What follows belongs to an exercise in optimizing a design on an open flow for small area, a short achievable clock period and few clock cycles; a production flow would make more cautious choices.
In this exercise RTL edits were held to simulation tests only and were not proved equivalent to the original.
No activity file was given, so power comes from the tool's default toggle rates.

`design/flow/config.mk`:
```
export PLATFORM = sky130hd
export DESIGN_NAME = bitmap_first_fit_frame_allocator
export DESIGN_NICKNAME = bitmap_first_fit_frame_allocator
export VERILOG_FILES = /design/flow/design.v
export SDC_FILE = /design/flow/constraint.sdc
export NUM_CORES = 4
export LEC_CHECK = 0
export CAP_MARGIN = 20
export CELL_PAD_IN_SITES_DETAIL_PLACEMENT = 1
export CELL_PAD_IN_SITES_GLOBAL_PLACEMENT = 2
export CORE_MARGIN = 2
export CORE_UTILIZATION = 25
export PLACE_DENSITY = 0.45
export SETUP_SLACK_MARGIN = 3
export SLEW_MARGIN = 20
```
`design/flow/constraint.sdc`:
```
create_clock -name core_clock -period 15.0 [get_ports {clk}]
set_input_delay 3.0000 -clock core_clock [delete_from_list [all_inputs] [get_ports {clk}]]
set_output_delay 3.0000 -clock core_clock [all_outputs]
set_load 0.01 [all_outputs]
```
`design/flow/design.v`:
```
`timescale 1ns / 1ps
`default_nettype none
package bmff_pkg;
	localparam int unsigned FIELD_W = 13;
	localparam int unsigned FRAME_SH    = 4;
	localparam int unsigned FRAME_BYTES = 1 << FRAME_SH;
	typedef enum logic {
		OP_ALLOC = 1'b0,
		OP_FREE  = 1'b1
	} op_t;
	typedef enum logic {
		ST_DONE    = 1'b0,
		ST_NO_ROOM = 1'b1
	} status_t;
endpackage
`default_nettype wire
`timescale 1ns / 1ps
`default_nettype none
module bmff_div
(
	input  wire logic               clk,
	input  wire logic               arst_n,
	input  wire logic               start,
	input  wire logic [bmff_pkg::FIELD_W-1:0] dividend,
	output logic                    done,
	output logic      [bmff_pkg::FIELD_W-1:0] quotient
);
	logic               done_q;
	logic [bmff_pkg::FIELD_W-1:0] quo_q;
	always_ff @(posedge clk or negedge arst_n) begin
		if (!arst_n) begin
			done_q <= 1'b0;
		end else begin
			done_q <= start;
		end
	end
	always_ff @(posedge clk) begin
		if (start) begin
			quo_q <= dividend >> bmff_pkg::FRAME_SH;
		end
	end
	assign done     = done_q;
	assign quotient = quo_q;
endmodule
`default_nettype wire
`timescale 1ns / 1ps
`default_nettype none
module bmff_ram #(
	parameter int unsigned WIDTH = 8,
	parameter int unsigned DEPTH = 64,
	localparam int unsigned AW = (DEPTH > 1) ? $clog2(DEPTH) : 1
) (
	input  wire logic             clk,
	input  wire logic             we,
	input  wire logic [AW-1:0]    waddr,
	input  wire logic [WIDTH-1:0] wdata,
	input  wire logic [AW-1:0]    raddr,
	output logic      [WIDTH-1:0] rdata
);
	logic [WIDTH-1:0] mem_q [DEPTH];
	always_ff @(posedge clk) begin
		if (we) begin
			mem_q[waddr] <= wdata;
		end
		rdata <= mem_q[raddr];
	end
endmodule
`default_nettype wire
`timescale 1ns / 1ps
`default_nettype none
module bitmap_first_fit_frame_allocator
(
	input  wire logic        clk,
	input  wire logic        arst_n,
	input  wire logic        s_tvalid,
	output logic             s_tready,
	input  wire logic [31:0] s_tdata,    
	input  wire logic [0:0]  s_tuser,    
	output logic             m_tvalid,
	input  wire logic        m_tready,
	output logic      [15:0] m_tdata,    
	output logic      [0:0]  m_tuser     
);
	localparam int N  = 512;
	localparam int NB = 9;
	localparam int NS = N / 8;      
	localparam int H  = N / 2;      
	localparam int HW = H + 8;      
	localparam int HS = H / 8;      
	localparam int RW = 1 + NB + 6 + NB;
	logic          r_valid;
	logic          r_int;       
	logic [RW-1:0] r_req;
	logic          r_half;      
	logic          b_valid;
	logic [RW-1:0] b_req;
	logic          r_op;
	logic [NB-1:0] r_q;
	logic [5:0]    r_qhm;
	logic [NB-1:0] r_first;
	assign {r_op, r_q, r_qhm, r_first} = r_req;
	logic [RW-1:0] in_req;
	assign in_req = {s_tuser[0], s_tdata[12:4], 6'(s_tdata[12:7] - 6'd1), s_tdata[25:17]};
	logic out_valid_q;
	logic out_status_q;
	logic [NB-1:0] out_frame_q;
	logic adv;
	logic found;
	logic fire;
	logic s_acc;
	assign adv      = !out_valid_q || m_tready;
	assign s_tready = !b_valid;
	assign s_acc    = s_tvalid && s_tready;
	assign fire     = r_valid && (r_int || (adv && (r_op || found || r_half)));
	always_ff @(posedge clk or negedge arst_n) begin
		if (!arst_n) begin
			r_valid <= 1'b1;
			r_int   <= 1'b1;
			r_half  <= 1'b0;
			b_valid <= 1'b0;
		end else begin
			if (!r_valid || fire) begin
				r_valid <= b_valid || s_acc;
				r_int   <= 1'b0;
				r_half  <= 1'b0;
				b_valid <= b_valid && s_acc;
			end else begin
				if (!r_op && !found) r_half <= 1'b1;
				if (s_acc) b_valid <= 1'b1;
			end
		end
	end
	always_ff @(posedge clk) begin
		if (!r_valid || fire) begin
			r_req <= b_valid ? b_req : in_req;
		end
		if (!b_valid) begin
			b_req <= in_req;
		end
	end
	logic op_eff;
	assign op_eff = r_op || r_int;
	logic [N-1:0] used_q;
	logic [N-1:0] free_w;
	assign free_w = ~used_q;
	logic [5:0] qh;
	logic [2:0] ql;
	assign qh = r_q[8:3];
	assign ql = r_q[2:0];
	logic [NS-1:0] full;
	logic [2:0]    lead [NS];
	always_comb begin
		for (int b = 0; b < NS; b++) begin
			logic [7:0] pf;
			pf[0] = free_w[8*b];
			for (int c = 1; c < 8; c++) pf[c] = pf[c-1] & free_w[8*b+c];
			full[b]    = pf[7];
			lead[b][2] = pf[3];
			lead[b][1] = (pf[1] & !pf[3]) | pf[5];
			lead[b][0] = (pf[0] & !pf[1]) | (pf[2] & !pf[3]) | (pf[4] & !pf[5]) | pf[6];
		end
	end
	logic [NS:0] sp [6];
	logic [NS:0] fr [7];
	always_comb begin
		sp[0] = {1'b0, full};
		for (int k = 1; k < 6; k++) sp[k] = sp[k-1] & (sp[k-1] >> (1 << (k-1)));
		fr[0] = '1;
		for (int k = 0; k < 6; k++) fr[k+1] = r_qhm[k] ? (sp[k] & (fr[k] >> (1 << k))) : fr[k];
	end
	logic [HS+1:0] frw;
	always_comb begin
		for (int b = 0; b <= HS + 1; b++) begin
			frw[b] = r_half ? ((b + HS <= NS) ? fr[6][b + HS] : 1'b0) : fr[6][b];
		end
	end
	logic [2:0] lsh [8][NS];
	for (genvar b = 0; b < NS; b++) begin : g_lsh0
		assign lsh[0][b] = lead[b];
	end
	for (genvar k = 0; k < 7; k++) begin : g_lsh
		localparam int SH = (k == 0) ? HS : (1 << (6 - k));
		logic sel;
		assign sel = (k == 0) ? r_half : qh[6 - k];
		for (genvar b = 0; b < NS; b++) begin : g_b
			if (b + SH < NS) begin : g_in
				assign lsh[k+1][b] = sel ? lsh[k][b + SH] : lsh[k][b];
			end else begin : g_out
				assign lsh[k+1][b] = sel ? 3'd0 : lsh[k][b];
			end
		end
	end
	logic [HW-1:0] fw;
	always_comb begin
		for (int j = 0; j < HW; j++) begin
			fw[j] = r_half ? ((j + H < N) ? free_w[j + H] : 1'b0) : free_w[j];
		end
	end
	logic [HW-1:0] suf;
	logic [HW:0]   run8q;
	always_comb begin
		for (int b = 0; b < HW / 8; b++) begin
			suf[8*b+7] = fw[8*b+7];
			for (int c = 6; c >= 0; c--) suf[8*b+c] = suf[8*b+c+1] & fw[8*b+c];
		end
		for (int b = 0; b < HW / 8; b++) begin
			for (int c = 0; c < 8; c++) begin
				run8q[8*b+c] = (qh == 6'd0) ||
				               (suf[8*b+c] && frw[b+1] && (lsh[7][b] >= 3'(c)));
			end
		end
		run8q[HW] = (qh == 6'd0);
	end
	logic [HW-1:0] pw [3];
	logic [HW-1:0] acc [4];
	always_comb begin
		pw[0] = fw;
		pw[1] = pw[0] & (pw[0] >> 1);
		pw[2] = pw[1] & (pw[1] >> 2);
		acc[0] = fw & run8q[HW:1];
		for (int k = 0; k < 3; k++) begin
			acc[k+1] = ql[k] ? (pw[k] & (acc[k] >> (1 << k))) : acc[k];
		end
	end
	localparam int HB = NB - 1;
	logic [HB-1:0] p_idx;
	logic [NB-1:0] s_idx;
	logic [H-1:0]  tf [HB+1];
	logic [HB-1:0] ti [HB+1][H];
	always_comb begin
		tf[0] = acc[3][H-1:0];
		for (int i = 0; i < H; i++) ti[0][i] = '0;
		for (int l = 1; l <= HB; l++) begin
			tf[l] = '0;
			for (int i = 0; i < H; i++) ti[l][i] = '0;
			for (int i = 0; i < (H >> l); i++) begin
				tf[l][i] = tf[l-1][2*i] | tf[l-1][2*i+1];
				ti[l][i] = tf[l-1][2*i] ? ti[l-1][2*i] : (ti[l-1][2*i+1] | HB'(1 << (l-1)));
			end
		end
		found = tf[HB][0];
		p_idx = ti[HB][0];
	end
	assign s_idx = {r_half, p_idx};
	logic [NB-1:0] lo;
	logic [NB:0]   hi;
	assign lo = r_int ? '0 : (r_op ? r_first : s_idx);
	logic [NB-1:0] ag, ap;
	logic [NB:0]   cy;
	always_comb begin
		ag = lo & r_q;
		ap = lo | r_q;
		for (int i = 0; i <= NB; i++) begin
			cy[i] = 1'b0;
			for (int j = 0; j < i; j++) begin
				logic t;
				t = ag[j];
				for (int m = j + 1; m < i; m++) t = t & ap[m];
				cy[i] = cy[i] | t;
			end
		end
		for (int i = 0; i < NB; i++) hi[i] = (lo[i] ^ r_q[i]) ^ cy[i];
		hi[NB] = cy[NB];
	end
	logic we;
	assign we = r_valid && (r_int || adv) && (op_eff || found);
	logic [5:0] lo_s;
	logic [2:0] lo_c;
	logic [6:0] hi_s;
	logic [2:0] hi_c;
	assign {lo_s, lo_c} = lo;
	assign {hi_s, hi_c} = hi;
	logic [NS-1:0] s_gt, s_eq, s_lt, s_eqh;
	logic [7:0]    c_ge, c_le;
	always_comb begin
		for (int b = 0; b < NS; b++) begin
			s_gt[b]  = we && (6'(b) > lo_s);
			s_eq[b]  = we && (6'(b) == lo_s);
			s_lt[b]  = r_int || (7'(b) < hi_s);
			s_eqh[b] = (7'(b) == hi_s);
		end
		for (int c = 0; c < 8; c++) begin
			c_ge[c] = (3'(c) >= lo_c);
			c_le[c] = (3'(c) <= hi_c);
		end
	end
	always_ff @(posedge clk) begin
		for (int b = 0; b < NS; b++) begin
			for (int c = 0; c < 8; c++) begin
				if ((s_gt[b] || (s_eq[b] && c_ge[c])) && (s_lt[b] || (s_eqh[b] && c_le[c])))
					used_q[8*b+c] <= !op_eff;
			end
		end
	end
	logic reply;
	assign reply = fire && !r_int;
	always_ff @(posedge clk or negedge arst_n) begin
		if (!arst_n) begin
			out_valid_q <= 1'b0;
		end else begin
			out_valid_q <= reply || (out_valid_q && !m_tready);
		end
	end
	always_ff @(posedge clk) begin
		if (reply) begin
			out_status_q <= !r_op && !found;
			out_frame_q  <= (!r_op && found) ? s_idx : '0;
		end
	end
	assign m_tvalid   = out_valid_q;
	assign m_tuser[0] = out_status_q;
	assign m_tdata    = {3'b000, out_frame_q, 4'b0000};
endmodule
`default_nettype wire
```
`design/flow/run.sh`:
```
#!/bin/bash
# synth_recipe.tcl (not shown) runs the flow's synth.tcl, then flattens the netlist and writes it again
# the make line also repeats each setting of config.mk as NAME=value (left out here)
make -C /OpenROAD-flow-scripts/flow DESIGN_CONFIG=/design/flow/config.mk WORK_HOME=/design/flow/orfs CLKGATE_MAP_FILE= SYNTH_SCRIPT=/design/flow/synth_recipe.tcl finish
```
==> load_flow_metrics.sql, run 1 <==
INSERT INTO impl_metrics (metric_group, metric, value, unit) VALUES
('setup_path', 'path_delay_family', 'compound AO/OA/AOI/OAI gates', ''),
('clock_network', 'clk_pin_slew', '0.06', 'ns'),
('placed_design', 'routabilityCongestion', '1.207', ''),
('floorplanning', 'die_y', '576.1', 'um'),
('clock_network', 'cts_htree_levels', '3', ''),
('clock_network', 'cts_inserted_buffers', '76', ''),
('placed_design', 'placement.io_buffers', '34', ''),
('setup_path', 'worst_path_max_delay_cell', 'a221oi_2', ''),
('setup_path', 'max_stage_delay', '1.02', 'ns'),
('setup_path', 'cp_max_fo', '9', ''),
('pwr', 'power.density_cell_area', '115.1', 'nW/um2'),
('synth', 'post_synth_num_cell_types', '136', ''),
('route', 'detailroute.via_count', '127400', ''),
('setup_path', 'crit-reg2reg-capture', 'used_q[116]$_DFFE_PP_', ''),
('global_routing', 'grt_pass1_vias', '114300', ''),
('route', 'detail_route.vias_per_cell', '7.697', ''),
('floorplanning', 'design.portCount', '56', ''),
('cells_and_area', 'finish.net_count', '12060', ''),
('pwr', 'internal-power', '4983', 'uW'),
('timing', 'max_slew_violations', '0', ''),
('global_routing', 'grt_usage', '0.5499', ''),
('floorplanning', 'floorplan.rows', '210', ''),
('cells_and_area', 'area.growth.synth_to_final', '27.45', '%'),
('route', 'remaining_drc_errors', '0', ''),
('global_routing', 'largest_net_degree_at_the_start_of_global_routing', '110', ''),
('setup_path', 'crit_path_frequent_cell', 'nor2_1', ''),
('setup_path', 'r2r_cells', '42', ''),
('floorplanning', 'chipWidth', '576.1', 'um'),
('route', 'total_routed_wirelength', '960700', 'um'),
('synth', 'synth_edf_count', '547', ''),
('timing', 'finalSetupViolations', '0', ''),
('flow_run', 'timing.max_cap.violations', '0', ''),
('pwr', 'power', '12000', 'uW'),
('pwr', 'power_leakage', '0.03416', 'uW'),
('synth', 'async_reset_ff_frac', '0.008666', ''),
('synth', 'syn-mean-instance-area', '7.305', 'um2'),
('setup_path', 'cp_startpoint_kind', 'register', ''),
('synth', 'mappedNetlistArea', '81830', 'um2'),
('timing', 'hold_vio_cnt_final', '0', ''),
('synth', 'postSynth.topFlopCell', 'edfxtp_1', ''),
('timing', 'grt_setup_unrepaired', 'yes', ''),
('global_routing', 'met2_usage_in_global_routing', '0.7411', ''),
('setup_path', 'buffers_inverters_on_critical_path', '5', ''),
('timing', 'finalCriticalPeriod', '12.46', 'ns'),
('hold_path', 'worst_hold_path.endpoint', 'b_req[19]$_DFF_P_', ''),
('pwr', 'vdd_ir_drop_max', '0.1060', 'mV'),
('synth', 'ys_seq_elements', '577', ''),
('synth', 'ys_warn_count', '9', ''),
('setup_path', 'launching_point_of_the_worst_reg2reg_path', 'used_q[283]$_DFFE_PP_', ''),
('cells_and_area', 'finalCoreUtilization', '0.3193', ''),
('hold_path', 'worst_hold_startpoint', 'b_req[19]$_DFF_P_', ''),
('global_routing', 'grt_overflow_total', '0', ''),
('global_routing', 'grt_pass1_wl', '1206000', 'um'),
('cells_and_area', 'layout-drive-gt1-share', '0.2273', ''),
('global_routing', 'antenna_found_initial', '145', ''),
('clock_network', 'ctsLongestPathBuffers', '3', ''),
('timing', 'achievable-frequency', '80.28', 'MHz'),
('status', 'run_status', 'timing/DRC/antenna clean', ''),
('placed_design', 'post-place-cells', '16060', ''),
('setup_path', 'ff2ff_setup_slack', '2.54', 'ns'),
('global_routing', 'grt.met3_usage', '0.3182', ''),
('route', 'first_pass_iters', '9', ''),
('pwr', 'power.switching_fraction', '0.5849', ''),
('pwr', 'power_frac_clock', '0.164', ''),
('route', 'drt_iter0_markers', '22210', ''),
('timing', 'finalHoldWorstSlack', '0.4681', 'ns'),
('synth', 'synth-seq-area-share', '0.2084', ''),
('clock_network', 'tritoncts_sinks', '577', ''),
('clock_network', 'root_buffer', 'clkbuf_16', ''),
('global_routing', 'use_met1', '0.6189', ''),
('floorplanning', 'floorplan.die_area', '331900', 'um2');
## state kept, by name, summed over array words and instances (netlist names)
register and cells:
r_half 1, out_valid_q 1, r_int 1, b_req 25
b_valid 1, out_status_q 1, r_req 25, r_valid 1
used_q 512, out_frame_q 9
## metal layers
| layer | routed length, um | up-vias |
|---|---|---|
| met2 | 365300 | 12080 |
| met3 | 153600 | 3476 |
| met5 | 3096 | - |
| met4 | 96910 | 80 |
| met1 | 341800 | 64720 |
| li1 | - | 47040 |
## worst reg2reg max path: cells and delay by family, from the launching register on
kind | cells | cell delay (ns)
AO/OA/AOI/OAI | 16 | 6.72
AND/OR/NAND/NOR | 19 | 3.24
flip-flops | 1 | 1.01
buffers and inverters | 5 | 0.80
adder cells (fa/ha/maj) | 1 | 0.20
XOR/XNOR | 1 | 0.15
## what timing repair did
item / in CTS / in global routing
pin swaps: 33 / 50
cloned: 1 / 2
buffers inserted: 81 / 121
setup endpoints to repair: 511 / 511
gates resized for setup: 302 / 276
## stage by stage
stage,area (um2),worst slack (ns)
finish,104300,2.543
global route,104000,2.885
CTS,101100,3.001
detailed placement,96090,1.082
global placement,95880,0.9238
floorplan,81870,5.176
## power by group through the flow
stage / Combinational [uW] / Clock (uW) / Sequential (uW)
2_1_floorplan: 2550 / 0 / 2260
3_3_place_gp: 6230 / 0 / 2720
3_5_place_dp: 6270 / 0 / 2730
4_1_cts: 6470 / 1940 / 2670
5_1_grt: 7080 / 2000 / 2650
6_report: 7320 / 1970 / 2720
## logic make-up (layout without fill, tap and decap cells)
kind of cell | Yosys count | after routing | share of synthesized area
XOR/XNOR | 20 | 20 | 0.002324
other | 1 | 152 | 0.00004582
AO/OA/AOI/OAI | 4455 | 4455 | 0.3875
multiplexers | 365 | 365 | 0.04873
buffers and inverters | 949 | 1801 | 0.04989
adder cells (fa/ha/maj) | 19 | 19 | 0.002997
AND/OR/NAND/NOR | 4816 | 4816 | 0.3001
flip-flops | 577 | 577 | 0.2084
## cells in the mapped netlist, drive strengths merged, types with 48 or more instances
library cell | n | area share
a211oi | 315 | 0.029
nand4 | 202 | 0.016
o221ai | 81 | 0.0087
a2bb2oi | 48 | 0.0051
or4 | 104 | 0.0096
inv | 139 | 0.0064
or3 | 162 | 0.012
and3 | 106 | 0.0081
o22ai | 205 | 0.016
and2 | 135 | 0.010
o21a | 63 | 0.0058
buf | 290 | 0.020
o31ai | 162 | 0.015
a32oi | 84 | 0.0090
edfxtp | 547 | 0.20
a31oi | 168 | 0.013
a221o | 70 | 0.0086
a21o | 107 | 0.0098
o211ai | 205 | 0.019
a211o | 60 | 0.0064
a2111oi | 79 | 0.0090
nand2b | 127 | 0.0097
o32ai | 95 | 0.010
o311ai | 82 | 0.0091
a21oi | 960 | 0.059
and4 | 62 | 0.0066
o21ai | 580 | 0.036
a22oi | 137 | 0.013
or2 | 129 | 0.0099
nand3 | 509 | 0.031
nor2b | 122 | 0.0093
clkbuf | 514 | 0.024
nand2 | 1064 | 0.049
mux2 | 177 | 0.024
nor3 | 477 | 0.031
nor2 | 1163 | 0.054
nor4 | 323 | 0.029
a221oi | 264 | 0.029
mux2i | 179 | 0.022
o2111ai | 59 | 0.0063
## how the worst max path moves through the flow
stage,start,to,slack [ns],depth (start not counted)
after floorplan,used_q[104]$_DFFE_PP_,used_q[154]$_DFFE_PP_,5.18,40
after global placement,r_req[22]$_DFFE_PN_,used_q[470]$_DFFE_PP_,0.92,41
after detailed placement,r_req[22]$_DFFE_PN_,used_q[470]$_DFFE_PP_,1.08,39
after CTS,used_q[274]$_DFFE_PP_,used_q[476]$_DFFE_PP_,3.00,46
after global routing,used_q[312]$_DFFE_PP_,used_q[490]$_DFFE_PP_,2.89,48
final,used_q[283]$_DFFE_PP_,used_q[116]$_DFFE_PP_,2.54,42
## cells in the final DEF (no fill, tap or decap), types with 66 or more instances in the layout
master and count:
nor2b_1 113, inv_1 125, a31oi_1 154, o211ai_1 205, nor4_2 89, a32oi_1 69
o21ai_1 69, and2_1 122, a221o_1 66, nand2_1 1039, nor2_1 1089, or2_2 106
buf_4 1335, nand3_1 492, a22oi_1 120, edfxtp_1 547, nor4_1 179, a21o_1 106
nor3_1 424, a211oi_1 281, o31ai_1 142, buf_12 112, mux2i_1 172, or3_1 156
o32ai_1 81, o21ai_0 482, mux2_2 177, nand2b_1 121, a221oi_1 228, clkbuf_16 82
or4_1 94, diode_2 144, a21oi_1 926, and3_1 104, o22ai_1 177, nand4_1 198
## area by class of cell
cell class	count	area (um2)
diodes	144	360.3
clock buffers	100	2076
clock inverters	39	455.4
fillers	39040	222300
inverters	145	589.3
multi-input cells	9683	65230
flip-flops and latches	577	17060
well taps	4346	5438
repair buffers	1517	13090
Testbench counts, summed over its fixed seeds: cycles 3,494.
==> run 2: changes to the inputs <==
--- a/design/flow/design.v
+++ b/design/flow/design.v
@@ -243,41 +243,28 @@
 	end
 	assign s_idx = {r_half, p_idx};
 	logic [NB-1:0] lo;
-	logic [NB:0]   hi;
 	assign lo = r_int ? '0 : (r_op ? r_first : s_idx);
-	logic [NB-1:0] ag, ap;
-	logic [NB:0]   cy;
-	always_comb begin
-		ag = lo & r_q;
-		ap = lo | r_q;
-		for (int i = 0; i <= NB; i++) begin
-			cy[i] = 1'b0;
-			for (int j = 0; j < i; j++) begin
-				logic t;
-				t = ag[j];
-				for (int m = j + 1; m < i; m++) t = t & ap[m];
-				cy[i] = cy[i] | t;
-			end
-		end
-		for (int i = 0; i < NB; i++) hi[i] = (lo[i] ^ r_q[i]) ^ cy[i];
-		hi[NB] = cy[NB];
-	end
 	logic we;
 	assign we = r_valid && (r_int || adv) && (op_eff || found);
 	logic [5:0] lo_s;
 	logic [2:0] lo_c;
-	logic [6:0] hi_s;
-	logic [2:0] hi_c;
 	assign {lo_s, lo_c} = lo;
-	assign {hi_s, hi_c} = hi;
+	logic [3:0] csum;
+	logic       k;
+	logic [2:0] hi_c;
+	logic [6:0] u;
+	assign csum = {1'b0, lo_c} + {1'b0, ql};
+	assign k    = csum[3];
+	assign hi_c = csum[2:0];
+	assign u    = {1'b0, lo_s} + {1'b0, qh};
 	logic [NS-1:0] s_gt, s_eq, s_lt, s_eqh;
 	logic [7:0]    c_ge, c_le;
 	always_comb begin
 		for (int b = 0; b < NS; b++) begin
 			s_gt[b]  = we && (6'(b) > lo_s);
 			s_eq[b]  = we && (6'(b) == lo_s);
-			s_lt[b]  = r_int || (7'(b) < hi_s);
-			s_eqh[b] = (7'(b) == hi_s);
+			s_lt[b]  = r_int || (k ? (7'(b) <= u) : (7'(b) < u));
+			s_eqh[b] = k ? (7'(b) == u + 7'd1) : (7'(b) == u);
 		end
 		for (int c = 0; c < 8; c++) begin
 			c_ge[c] = (3'(c) >= lo_c);
--- a/design/flow/config.mk
+++ b/design/flow/config.mk
@@ -6,10 +6,10 @@
 export NUM_CORES = 4
 export LEC_CHECK = 0
 export CAP_MARGIN = 20
-export CELL_PAD_IN_SITES_DETAIL_PLACEMENT = 1
-export CELL_PAD_IN_SITES_GLOBAL_PLACEMENT = 2
+export CELL_PAD_IN_SITES_DETAIL_PLACEMENT = 2
+export CELL_PAD_IN_SITES_GLOBAL_PLACEMENT = 3
 export CORE_MARGIN = 2
 export CORE_UTILIZATION = 25
 export PLACE_DENSITY = 0.45
-export SETUP_SLACK_MARGIN = 3
+export SETUP_SLACK_MARGIN = 5
 export SLEW_MARGIN = 20
==> load_flow_metrics.sql, run 2 <==
INSERT INTO impl_metrics (metric_group, metric, value, unit) VALUES
('synth', 'ranking_of_synthesized_cells_by_instance_count', 'nor2_1, nand2_1, a21oi_1', ''),
('clock_network', 'clk_pin_slew', '0.08', 'ns'),
('synth', 'ys_seq_elements', '577', ''),
('synth', 'mappedNetlistArea', '83280', 'um2'),
('synth', 'synthDominantCellAreaShare', '0.1972', ''),
('setup_path', 'cp_max_fo', '17', ''),
('pwr', 'power_leakage', '0.03948', 'uW'),
('route', 'routed_length_on_met2', '373100', 'um'),
('pwr', 'internal-power', '5717', 'uW'),
('synth', 'most_frequent_cell_after_synthesis', 'nor2_1', ''),
('cells_and_area', 'layout_common_cells', 'buf_4, nor2_1, nand2_1', ''),
('timing', 'finalCriticalPeriod', '10.54', 'ns'),
('route', 'wl_met1', '352400', 'um'),
('timing', 'tns', '0', 'ns'),
('flow_run', 'timing.max_cap.violations', '0', ''),
('global_routing', 'grt_overflow_total', '0', ''),
('pwr', 'comb_power_share', '0.696', ''),
('floorplanning', 'core_area', '331100', 'um2'),
('pwr', 'vdd_ir_drop_max', '0.1342', 'mV'),
('pwr', 'power.switching_fraction', '0.5935', ''),
('setup_path', 'setup.worst_path.class', 'register to register', ''),
('cells_and_area', 'layout-drive-gt1-share', '0.3375', ''),
('global_routing', 'antenna_found_initial', '124', ''),
('cells_and_area', 'flip_flop_count_of_the_largest_register_all_copies_and_words_added', '512', ''),
('route', 'drt_iter0_markers', '19320', ''),
('cells_and_area', 'finish.net_count', '12440', ''),
('route', 'detailroute.via_count', '128800', ''),
('clock_network', 'ctsLongestPathBuffers', '3', ''),
('synth', 'synth.area.top_cells', 'edfxtp_1, a21oi_1, nor2_1, nand2_1, a211oi_1', ''),
('route', 'topRoutingLayerUsed', 'met5', ''),
('clock_network', 'cts_tree', 'built', ''),
('pwr', 'power', '14070', 'uW'),
('clock_network', 'tritoncts_sinks', '577', ''),
('synth', 'postSynthCellCount', '11060', ''),
('synth', 'postSynth.topFlopCell', 'edfxtp_1', ''),
('timing', 'achievable-frequency', '94.90', 'MHz'),
('synth', 'ys_warn_count', '9', ''),
('timing', 'finalSetupViolations', '0', ''),
('timing', 'tightest_slew', '1.302', 'ns'),
('hold_path', 'worst_hold_path_type', 'register to register', ''),
('pwr', 'netSwitchingPower', '8348', 'uW'),
('placed_design', 'detailed_place_hpwl', '754200', 'um'),
('floorplanning', 'floorplan.rows', '211', ''),
('pwr', 'sequential_power_share', '0.187', ''),
('global_routing', 'grt_pass1_wl', '1238000', 'um'),
('timing', 'hold_vio_cnt_final', '0', ''),
('synth', 'async_reset_ff_frac', '0.008666', ''),
('route', 'detailroute.wirelength.met3', '138700', 'um'),
('floorplanning', 'floorplan.initialDensity', '0.2516', ''),
('cells_and_area', 'layout_commonest_cell', 'buf_4', ''),
('synth', 'synth_edf_count', '547', ''),
('clock_network', 'cts_inserted_buffers', '57', ''),
('global_routing', 'grt_usage', '0.5469', ''),
('floorplanning', 'die_y', '581.2', 'um'),
('cells_and_area', 'layout_top_registers', 'used_q x512, b_req x25, r_req x25', ''),
('timing', 'timing.max_slew.rel_slack', '0.1263', ''),
('timing', 'grt_setup_unrepaired', 'yes', ''),
('route', 'detail_route.vias_per_cell', '7.625', ''),
('route', 'first_pass_iters', '6', ''),
('synth', 'synth-seq-area-share', '0.2048', ''),
('placed_design', 'placement.io_buffers', '34', ''),
('timing', 'fin_crit_sh', '0.7025', ''),
('clock_network', 'cts_htree_levels', '2', ''),
('route', 'detail_route.wl_per_cell', '58.04', 'um'),
('timing', 'clock-skew-final', '0.06887', 'ns'),
('pwr', 'power.density_cell_area', '119.0', 'nW/um2'),
('clock_network', 'worstSkewPairLatency', '0.76', 'ns'),
('clock_network', 'root_buffer', 'clkbuf_16', ''),
('floorplanning', 'design.portCount', '56', ''),
('synth', 'post_synth_num_cell_types', '155', ''),
('synth', 'synth_largest_area_cell', 'edfxtp_1', ''),
('setup_path', 'timing.critical_path.to_type', 'register', ''),
('global_routing', 'largest_net_degree_at_the_start_of_global_routing', '179', ''),
('setup_path', 'cp_data_arrival_time', '10.95', 'ns'),
('cells_and_area', 'largest_register', 'used_q', ''),
('floorplanning', 'chipWidth', '581.2', 'um'),
('route', 'total_routed_wirelength', '980500', 'um'),
('placed_design', 'routabilityCongestion', '1.154', ''),
('timing', 'max_slew_violations', '0', ''),
('cells_and_area', 'area.growth.synth_to_final', '41.90', '%'),
('synth', 'syn-mean-instance-area', '7.533', 'um2'),
('global_routing', 'grt_pass1_vias', '120600', ''),
('route', 'remaining_drc_errors', '0', ''),
('setup_path', 'critical_path_required', '15.42', 'ns'),
('route', 'antenna_left', '0', ''),
('setup_path', 'cp_startpoint_kind', 'register', ''),
('floorplanning', 'floorplan.die_area', '337800', 'um2'),
('status', 'run_status', 'timing/DRC/antenna clean', ''),
('pwr', 'power_frac_clock', '0.116', '');
## run 2: cell types whose count changed in the layout (fill, tap and decap cells not counted), moves of 51 or more
cell and delta:
buf_4 +273, nand2_1 -180, a21oi_1 -179, buf_12 +137, o21ai_0 -119, a221oi_1 -94
buf_6 +81, nor2_1 -77, nor4_1 -67, a221oi_2 +59, a21oi_2 +58, nand3_1 -58
diode_2 -52, a211oi_2 +51
## run 2: metrics by stage
step           instances  utilization  area [um2]  worst slack (ns)  hold WS, ns
3_5_place_dp       15640       0.2854       94490             1.448       0.4562
6_report           16890       0.3569      118200             4.462       0.4703
3_3_place_gp       15630       0.2848       94280             1.563       0.4527
5_1_grt            16820       0.3564      118000             4.684       0.4924
2_1_floorplan      11060            -       83310             5.382       0.4307
4_1_cts            16440       0.3329      110200             4.966       0.4728
## run 2: repair_timing
item	4_1_cts	5_1_grt
hold buffers	0	0
gates resized for setup	1306	794
gates cloned	13	13
hold endpoints to repair	0	0
buffers inserted	685	347
pin swaps	272	201
endpoints found under the setup margin	561	511
## run 2: path summary, 6_finish.rpt
check / startpoint / to / slack, ns / cells past startpoint
worst min-delay path: b_req[6]$_DFF_P_ / b_req[6]$_DFF_P_ / 0.47 / 1
min in group asynchronous: arst_n / b_valid$_DFFE_PN0P_ / 2.51 / 1
worst max-delay path: used_q[349]$_DFFE_PP_ / used_q[82]$_DFFE_PP_ / 4.46 / 27
max in group asynchronous: arst_n / r_int$_DFFE_PN1N_ / 12.20 / 1
worst max register to register: used_q[349]$_DFFE_PP_ / used_q[82]$_DFFE_PP_ / 4.46 / 27
worst min register to register: b_req[6]$_DFF_P_ / b_req[6]$_DFF_P_ / 0.47 / 1
## run 2: metal layers
layer | track usage | vias to the layer above
met5 | 0.001134 | -
li1 | - | 47860
met1 | 0.6297 | 66620
met2 | 0.7446 | 10790
met4 | 0.5040 | 44
met3 | 0.2514 | 3513
## run 2: worst max-delay path, stage by stage, from the launching register on
cell and delay (ns):
edfxtp_1 0.84, nor2_1 0.23, o31ai_4 0.75, mux2i_1 0.19
a211oi_1 0.30, buf_4 0.30, a22o_1 0.34, nor3_4 0.12
nor4_2 0.40, o21ai_2 0.20, a21o_1 0.20, a311o_1 0.38
a222oi_1 0.47, nand3_2 0.21, buf_4 0.22, or2_2 0.37
nand2b_2 0.55, a21o_1 0.32, a31o_2 0.43, a21oi_1 0.47
a211o_1 0.47, nand2_1 0.46, nand2_1 0.45, buf_4 0.40
buf_12 0.24, nand3_1 0.11, a221oi_1 0.45, buf_4 0.23
## run 2: layout make-up
cell class | instances | area, um2
Antenna cell | 92 | 230.2
Clock buffer | 65 | 1476
Clock inverter | 43 | 534.3
Fill cell | 37070 | 212900
Inverter | 159 | 679.4
Multi-Input combinational cell | 9527 | 72600
Sequential cell | 577 | 17060
Tap cell | 4366 | 5463
Timing Repair Buffer | 2065 | 20130
## run 2: cell families (layout without fill, tap and decap cells)
family / count (synthesis) / in the layout / share of synthesized area
adders and majority gates: 12 / 12 / 0.001953
other: 1 / 100 / 0.00004503
DFF: 577 / 577 / 0.2048
xor gates and xnor gates: 11 / 11 / 0.001412
AOI/OAI and AO/OA: 4500 / 4500 / 0.3969
buffers and inverters: 959 / 2332 / 0.05412
muxes: 390 / 390 / 0.05398
and+or+nand+nor: 4606 / 4606 / 0.2868
## run 2: power by group through the flow
stage | sequential [uW] | combinational, uW | clock [uW]
floorplan | 2400 | 2980 | 0
global placement | 2930 | 6850 | 0
detailed placement | 2950 | 6950 | 0
CTS | 2640 | 8290 | 1620
global route | 2600 | 9500 | 1670
finish | 2630 | 9790 | 1640
Testbench counts of run 2, summed over its fixed seeds: cycles 3,494.
==> run 3: changes to the inputs <==
--- a/design/flow/config.mk
+++ b/design/flow/config.mk
@@ -6,10 +6,11 @@
 export NUM_CORES = 4
 export LEC_CHECK = 0
 export CAP_MARGIN = 20
-export CELL_PAD_IN_SITES_DETAIL_PLACEMENT = 2
-export CELL_PAD_IN_SITES_GLOBAL_PLACEMENT = 3
+export CELL_PAD_IN_SITES_DETAIL_PLACEMENT = 1
+export CELL_PAD_IN_SITES_GLOBAL_PLACEMENT = 2
 export CORE_MARGIN = 2
 export CORE_UTILIZATION = 25
 export PLACE_DENSITY = 0.45
-export SETUP_SLACK_MARGIN = 5
+export SETUP_SLACK_MARGIN = 4
 export SLEW_MARGIN = 20
+export TNS_END_PERCENT = 5
==> load_flow_metrics.sql, run 3 <==
INSERT INTO impl_metrics (metric_group, metric, value, unit) VALUES
('floorplanning', 'core_area', '331100', 'um2'),
('route', 'drt_iter0_markers', '20560', ''),
('cells_and_area', 'largest_register', 'used_q', ''),
('cells_and_area', 'multi_input_area', '67130', 'um2'),
('placed_design', 'routabilityCongestion', '1.237', ''),
('timing', 'fin_crit_sh', '0.7547', ''),
('timing', 'max_slew_violations', '3', ''),
('synth', 'synth.area.top_cells', 'edfxtp_1, a21oi_1, nor2_1, nand2_1, a211oi_1', ''),
('timing', 'finalSetupViolations', '0', ''),
('synth', 'postSynth.topFlopCell', 'edfxtp_1', ''),
('synth', 'synth_largest_area_cell', 'edfxtp_1', ''),
('synth', 'syn-mean-instance-area', '7.533', 'um2'),
('hold_path', 'worst_hold_path_type', 'register to register', ''),
('setup_path', 'timing.critical_path.to_type', 'register', ''),
('clock_network', 'worstSkewPairLatency', '0.72', 'ns'),
('cells_and_area', 'flip_flop_count_of_the_largest_register_all_copies_and_words_added', '512', ''),
('synth', 'post_synth_num_cell_types', '155', ''),
('timing', 'clock-skew-final', '0.03334', 'ns'),
('setup_path', 'max_stage_delay', '1.01', 'ns'),
('cells_and_area', 'fill_cells', '39210', ''),
('placed_design', 'placement.io_buffers', '34', ''),
('timing', 'achievable-frequency', '88.34', 'MHz'),
('route', 'antenna_left', '0', ''),
('cells_and_area', 'layout_commonest_cell', 'buf_4', ''),
('floorplanning', 'floorplan.die_area', '337800', 'um2'),
('clock_network', 'tritoncts_sinks', '577', ''),
('synth', 'synthDominantCellAreaShare', '0.1972', ''),
('cells_and_area', 'finish.net_count', '11960', ''),
('placed_design', 'detailed_place_hpwl', '744200', 'um'),
('synth', 'ranking_of_synthesized_cells_by_instance_count', 'nor2_1, nand2_1, a21oi_1', ''),
('setup_path', 'setup.worst_path.class', 'register to register', ''),
('cells_and_area', 'layout_top_registers', 'used_q x512, b_req x25, r_req x25', ''),
('synth', 'mappedNetlistArea', '83280', 'um2'),
('global_routing', 'grt_pass1_wl', '1181000', 'um'),
('synth', 'ys_seq_elements', '577', ''),
('setup_path', 'cp_startpoint_kind', 'register', ''),
('global_routing', 'largest_net_degree_at_the_start_of_global_routing', '134', ''),
('route', 'detail_route.wl_per_cell', '56.65', 'um'),
('clock_network', 'root_buffer', 'clkbuf_16', ''),
('status', 'run_status', 'finished with violations', ''),
('global_routing', 'grt_usage', '0.5241', ''),
('pwr', 'vdd_ir_drop_max', '0.1236', 'mV'),
('cells_and_area', 'layout-drive-gt1-share', '0.2499', ''),
('route', 'detail_route.vias_per_cell', '7.574', ''),
('floorplanning', 'floorplan.initialDensity', '0.2516', ''),
('global_routing', 'grt_overflow_total', '0', ''),
('global_routing', 'antenna_found_initial', '124', ''),
('global_routing', 'grt_pass1_vias', '114100', ''),
('pwr', 'power_leakage', '0.03500', 'uW'),
('setup_path', 'cp_max_fo', '32', ''),
('route', 'total_routed_wirelength', '931600', 'um'),
('status', 'checkFailReasons', 'max-capacitance violations, max-slew violations', ''),
('clock_network', 'cts_htree_levels', '2', ''),
('clock_network', 'cts_tree', 'built', ''),
('timing', 'tightest_slew', '1.546', 'ns'),
('setup_path', 'cp_data_arrival_time', '11.69', 'ns'),
('timing', 'finalCriticalPeriod', '11.32', 'ns'),
('synth', 'most_frequent_cell_after_synthesis', 'nor2_1', ''),
('timing', 'hold_vio_cnt_final', '0', ''),
('clock_network', 'cts_inserted_buffers', '56', ''),
('placed_design', 'post-place-cells', '15780', ''),
('flow_run', 'timing.max_cap.violations', '1', ''),
('setup_path', 'worst_path_max_delay_cell', 'nor3_2', ''),
('setup_path', 'crit_path_frequent_cell', 'buf_4', ''),
('synth', 'synth_edf_count', '547', ''),
('route', 'remaining_drc_errors', '0', ''),
('cells_and_area', 'area.growth.synth_to_final', '28.81', '%'),
('floorplanning', 'design.portCount', '56', ''),
('timing', 'timing.max_slew.rel_slack', '-0.03705', ''),
('clock_network', 'ctsLongestPathBuffers', '3', ''),
('pwr', 'power.density_cell_area', '120.5', 'nW/um2'),
('route', 'first_pass_iters', '7', ''),
('floorplanning', 'floorplan.rows', '211', ''),
('timing', 'tns', '0', 'ns'),
('synth', 'postSynthCellCount', '11060', ''),
('clock_network', 'clk_pin_slew', '0.07', 'ns'),
('floorplanning', 'chipWidth', '581.2', 'um'),
('synth', 'synth-seq-area-share', '0.2048', ''),
('cells_and_area', 'post_route_insts_no_fill', '16450', ''),
('timing', 'grt_setup_unrepaired', 'yes', ''),
('floorplanning', 'die_y', '581.2', 'um'),
('synth', 'ys_warn_count', '9', ''),
('setup_path', 'critical_path_required', '15.37', 'ns'),
('cells_and_area', 'layout_common_cells', 'buf_4, nor2_1, nand2_1', ''),
('cells_and_area', 'regArea', '17060', 'um2'),
('route', 'detailroute.via_count', '124500', ''),
('synth', 'async_reset_ff_frac', '0.008666', '');
[run 3: cell counts after synthesis]
No cell type changed its count.
[run 3: timing repair]
item / 4_1_cts / 5_1_grt
endpoints found under the setup margin: 538 / 511
setup buffers: 291 / 141
hold buffers: 0 / 0
cloned: 7 / 3
pin swaps: 107 / 83
gates resized for setup: 513 / 332
[run 3: cell families (layout without fill, tap and decap cells)]
kind of cell | count (synthesis) | count (layout) | share of synthesized area
fa+ha+maj | 12 | 12 | 0.001953
other cells | 1 | 127 | 0.00004503
mux | 390 | 390 | 0.05398
compound gates | 4500 | 4500 | 0.3969
simple gates | 4606 | 4607 | 0.2868
xor+xnor | 11 | 11 | 0.001412
flops | 577 | 577 | 0.2048
buf+inv | 959 | 1855 | 0.05412
[run 3: layout make-up]
class / instances / share of cell area
clock buffers: 74 / 0.01437
repair buffers: 1591 / 0.1374
diodes: 119 / 0.002776
well taps: 4366 / 0.05093
multi-input cells: 9528 / 0.6258
clock inverters: 31 / 0.003698
flip-flops and latches: 577 / 0.1590
inverters: 159 / 0.006042
[run 3: critical path: cells and delay by family (launching register included)]
kind / cells / cell delay [ns]
AND/OR/NAND/NOR: 10 / 3.96
buffers and inverters: 5 / 1.58
AO/OA/AOI/OAI: 12 / 4.29
flip-flops: 1 / 0.97
[run 3: stage by stage]
| step | hold slack (ns) | total power (uW) | utilization | area [um2] | setup WS (ns) |
|---|---|---|---|---|---|
| 2_1_floorplan | 0.4307 | 5376 | - | 83310 | 5.382 |
| 6_report | 0.4661 | 12930 | 0.3240 | 107300 | 3.680 |
| 3_5_place_dp | 0.4562 | 9907 | 0.2889 | 95630 | 1.319 |
| 3_3_place_gp | 0.4514 | 9846 | 0.2882 | 95410 | 0.8473 |
| 4_1_cts | 0.4746 | 11890 | 0.3128 | 103500 | 3.960 |
| 5_1_grt | 0.4945 | 12710 | 0.3232 | 107000 | 3.845 |
[run 3: power by group]
group	switching, uW	total [uW]	internal [uW]
Combinational	6220	8470	2250
Clock	722	1580	855
Sequential	752	2880	2130
[run 3: routing by layer]
layer  wire [um]  vias up  track usage
met3      138600     3042       0.2654
met4       98380       46       0.4458
met5         901        -     0.002410
li1            -    46950            -
met1      338900    63720       0.6061
met2      354800    10800       0.7081
[run 3: worst paths after layout]
kind,start,to,cells past startpoint,slack (ns)
max reg2reg,used_q[342]$_DFFE_PP_,used_q[104]$_DFFE_PP_,27,3.68
min reg2reg,b_req[11]$_DFF_P_,b_req[11]$_DFF_P_,2,0.47
max in group asynchronous,arst_n,r_half$_DFFE_PN0P_,1,11.85
min,b_req[11]$_DFF_P_,b_req[11]$_DFF_P_,2,0.47
min in group asynchronous,arst_n,b_valid$_DFFE_PN0P_,1,2.67
max,used_q[342]$_DFFE_PP_,used_q[104]$_DFFE_PP_,27,3.68
==> run 4: changes to the inputs <==
--- a/design/flow/config.mk
+++ b/design/flow/config.mk
@@ -11,6 +11,6 @@
 export CORE_MARGIN = 2
 export CORE_UTILIZATION = 25
 export PLACE_DENSITY = 0.45
-export SETUP_SLACK_MARGIN = 4
+export SETUP_SLACK_MARGIN = 3
 export SLEW_MARGIN = 20
 export TNS_END_PERCENT = 5
==> load_flow_metrics.sql, run 4 <==
INSERT INTO impl_metrics (metric_group, metric, value, unit) VALUES
('setup_path', 'cp_data_arrival_time', '12.86', 'ns'),
('floorplanning', 'design.portCount', '56', ''),
('hold_path', 'worst_hold_path_type', 'register to register', ''),
('clock_network', 'ctsLongestPathBuffers', '3', ''),
('synth', 'ranking_of_synthesized_cells_by_instance_count', 'nor2_1, nand2_1, a21oi_1', ''),
('pwr', 'netSwitchingPower', '7463', 'uW'),
('floorplanning', 'floorplan.rows', '211', ''),
('clock_network', 'cts_hold_buf', '0', ''),
('clock_network', 'worstSkewPairLatency', '0.70', 'ns'),
('pwr', 'vdd_ir_drop_max', '0.1228', 'mV'),
('setup_path', 'max_stage_delay', '1.10', 'ns'),
('timing', 'grt_setup_unrepaired', 'yes', ''),
('synth', 'mappedNetlistArea', '83280', 'um2'),
('pwr', 'comb_power_share', '0.622', ''),
('synth', 'synth.area.top_cells', 'edfxtp_1, a21oi_1, nor2_1, nand2_1, a211oi_1', ''),
('synth', 'ys_seq_elements', '577', ''),
('status', 'run_status', 'timing/DRC/antenna clean', ''),
('synth', 'synth_largest_area_cell', 'edfxtp_1', ''),
('floorplanning', 'chipWidth', '581.2', 'um'),
('route', 'detailroute.via_count', '122000', ''),
('cells_and_area', 'layout_top_registers', 'used_q x512, b_req x25, r_req x25', ''),
('global_routing', 'largest_net_degree_at_the_start_of_global_routing', '134', ''),
('setup_path', 'ff2ff_setup_slack', '2.49', 'ns'),
('synth', 'ys_warn_count', '9', ''),
('synth', 'post_synth_num_cell_types', '155', ''),
('clock_network', 'cts_htree_levels', '2', ''),
('cells_and_area', 'layout_common_cells', 'buf_4, nor2_1, nand2_1', ''),
('route', 'total_routed_wirelength', '917000', 'um'),
('cells_and_area', 'layout_commonest_cell', 'buf_4', ''),
('pwr', 'power.density_cell_area', '122.7', 'nW/um2'),
('pwr', 'internal-power', '4921', 'uW'),
('global_routing', 'grt_pass1_wl', '1166000', 'um'),
('route', 'drt_iter0_markers', '21840', ''),
('route', 'antenna_left', '0', ''),
('timing', 'timing.max_slew.rel_slack', '0.06914', ''),
('floorplanning', 'floorplan.initialDensity', '0.2516', ''),
('floorplanning', 'core_area', '331100', 'um2'),
('timing', 'hold_vio_cnt_final', '0', ''),
('setup_path', 'r2r_cells', '31', ''),
('route', 'remaining_drc_errors', '0', ''),
('timing', 'max_slew_violations', '0', ''),
('setup_path', 'critical_path_required', '15.35', 'ns'),
('global_routing', 'grt_usage', '0.5178', ''),
('synth', 'synth_edf_count', '547', ''),
('timing', 'clock-skew-final', '0.03420', 'ns'),
('setup_path', 'cp_startpoint_kind', 'register', ''),
('synth', 'postSynthCellCount', '11060', ''),
('clock_network', 'cts_inserted_buffers', '56', ''),
('synth', 'syn-mean-instance-area', '7.533', 'um2');
run 4: cell counts after synthesis:
Identical to the previous run, type by type.
run 4: per-stage QoR:
stage                     total power, uW  std cells  cell area [um2]  hold WS (ns)  setup slack [ns]
after floorplan                      5376      11060            83310        0.4307             5.382
final                               12380      16090           100900        0.4646             2.490
after global routing                12190      16030           100800        0.4946             2.862
after global placement               9846      15770            95410        0.4514            0.8473
after detailed placement             9907      15780            95630        0.4562             1.319
after CTS                           11560      15930            98840        0.4746             2.988
run 4: final cells by class:
| type | instances | area [um2] | area share |
|---|---|---|---|
| repair buffers | 1277 | 11000 | 0.1090 |
| multi-input cells | 9528 | 64620 | 0.6403 |
| diodes | 80 | 200.2 | 0.001984 |
| clock inverters | 31 | 396.6 | 0.003930 |
| clock buffers | 74 | 1541 | 0.01527 |
| well taps | 4366 | 5463 | 0.05413 |
| inverters | 159 | 636.9 | 0.006311 |
| flip-flops and latches | 577 | 17060 | 0.1690 |
run 4: final timing paths:
check,endpoint,from
max,used_q[104]$_DFFE_PP_,r_req[21]$_DFFE_PN_
min in group asynchronous,b_valid$_DFFE_PN0P_,arst_n
min reg2reg,b_req[11]$_DFF_P_,b_req[11]$_DFF_P_
min,b_req[11]$_DFF_P_,b_req[11]$_DFF_P_
max reg2reg,used_q[104]$_DFFE_PP_,r_req[21]$_DFFE_PN_
max in group asynchronous,r_half$_DFFE_PN0P_,arst_n
run 4: what timing repair did:
action                                  in CTS  in global routing
buffers inserted                            45                 77
hold endpoints to repair                     0                  0
gates cloned                                 1                  0
endpoints found under the setup margin     512                511
gates resized for setup                    138                178
pin swaps                                   23                 42
run 4: power by group through the flow:
stage / clock, uW / combinational, uW / sequential, uW
floorplan: 0 / 2980 / 2400
global placement: 0 / 6830 / 3020
detailed placement: 0 / 6880 / 3020
CTS: 1580 / 7000 / 2980
global route: 1620 / 7560 / 3010
finish: 1570 / 7700 / 3110
run 4: per-layer routing:
| layer | GRT usage | share of wire | vias to the layer above |
|---|---|---|---|
| met3 | 0.2492 | 0.15 | 2880 |
| met4 | 0.4409 | 0.10 | 50 |
| li1 | - | - | 46260 |
| met5 | 0.0004252 | 0.00063 | - |
| met1 | 0.6075 | 0.37 | 62420 |
| met2 | 0.6989 | 0.38 | 10360 |
run 4: critical path: cells and delay by family, from the launching register on:
family | cells | cell delay (ns)
flops | 1 | 0.36
buf+inv | 10 | 3.39
compound gates | 13 | 5.05
simple gates | 8 | 3.10
run 4: kinds of logic after synthesis:
| kind of cell | count (synthesis) | synth area share |
|---|---|---|
| flops | 577 | 0.2048 |
| mux | 390 | 0.05398 |
| other cells | 1 | 0.00004503 |
| buf+inv | 959 | 0.05412 |
| compound gates | 4500 | 0.3969 |
| xor+xnor | 11 | 0.001412 |
| fa+ha+maj | 12 | 0.001953 |
| simple gates | 4606 | 0.2868 |

-- port drivers added, routing unchanged --
Ports are ideal in the flow. The routed layouts listed here were re-timed in OpenROAD.
Step 1, drivers: a clkbuf_16 drives clk and a buf_2 each remaining input, both assumed.
Step 2 moves the port delays by t, midway between the first and last clock arrival at a register: inputs arrive t later, outputs are due t later. That takes back most of the time a late clock gives input paths.
Slacks: ideal ports / drivers / drivers and shift; pairs: ideal ports / drivers.
run | t, ns | setup WS [ns] | hold WS [ns] | worst slew at a driven data input, ns | cell pins on the clock port's net
run 1 | 0.851 | 2.543 / 2.543 / 2.543 | 0.468 / 0.468 / 0.468 | 0.09 | 1
run 2 | 0.824 | 4.462 / 4.462 / 4.462 | 0.470 / 0.470 / 0.470 | 0.24 | 1
run 3 | 0.778 | 3.680 / 3.680 / 3.680 | 0.466 / 0.466 / 0.466 | 0.05 | 1
run 4 | 0.762 | 2.490 / 2.490 / 2.490 | 0.465 / 0.465 / 0.465 | 0.05 | 1
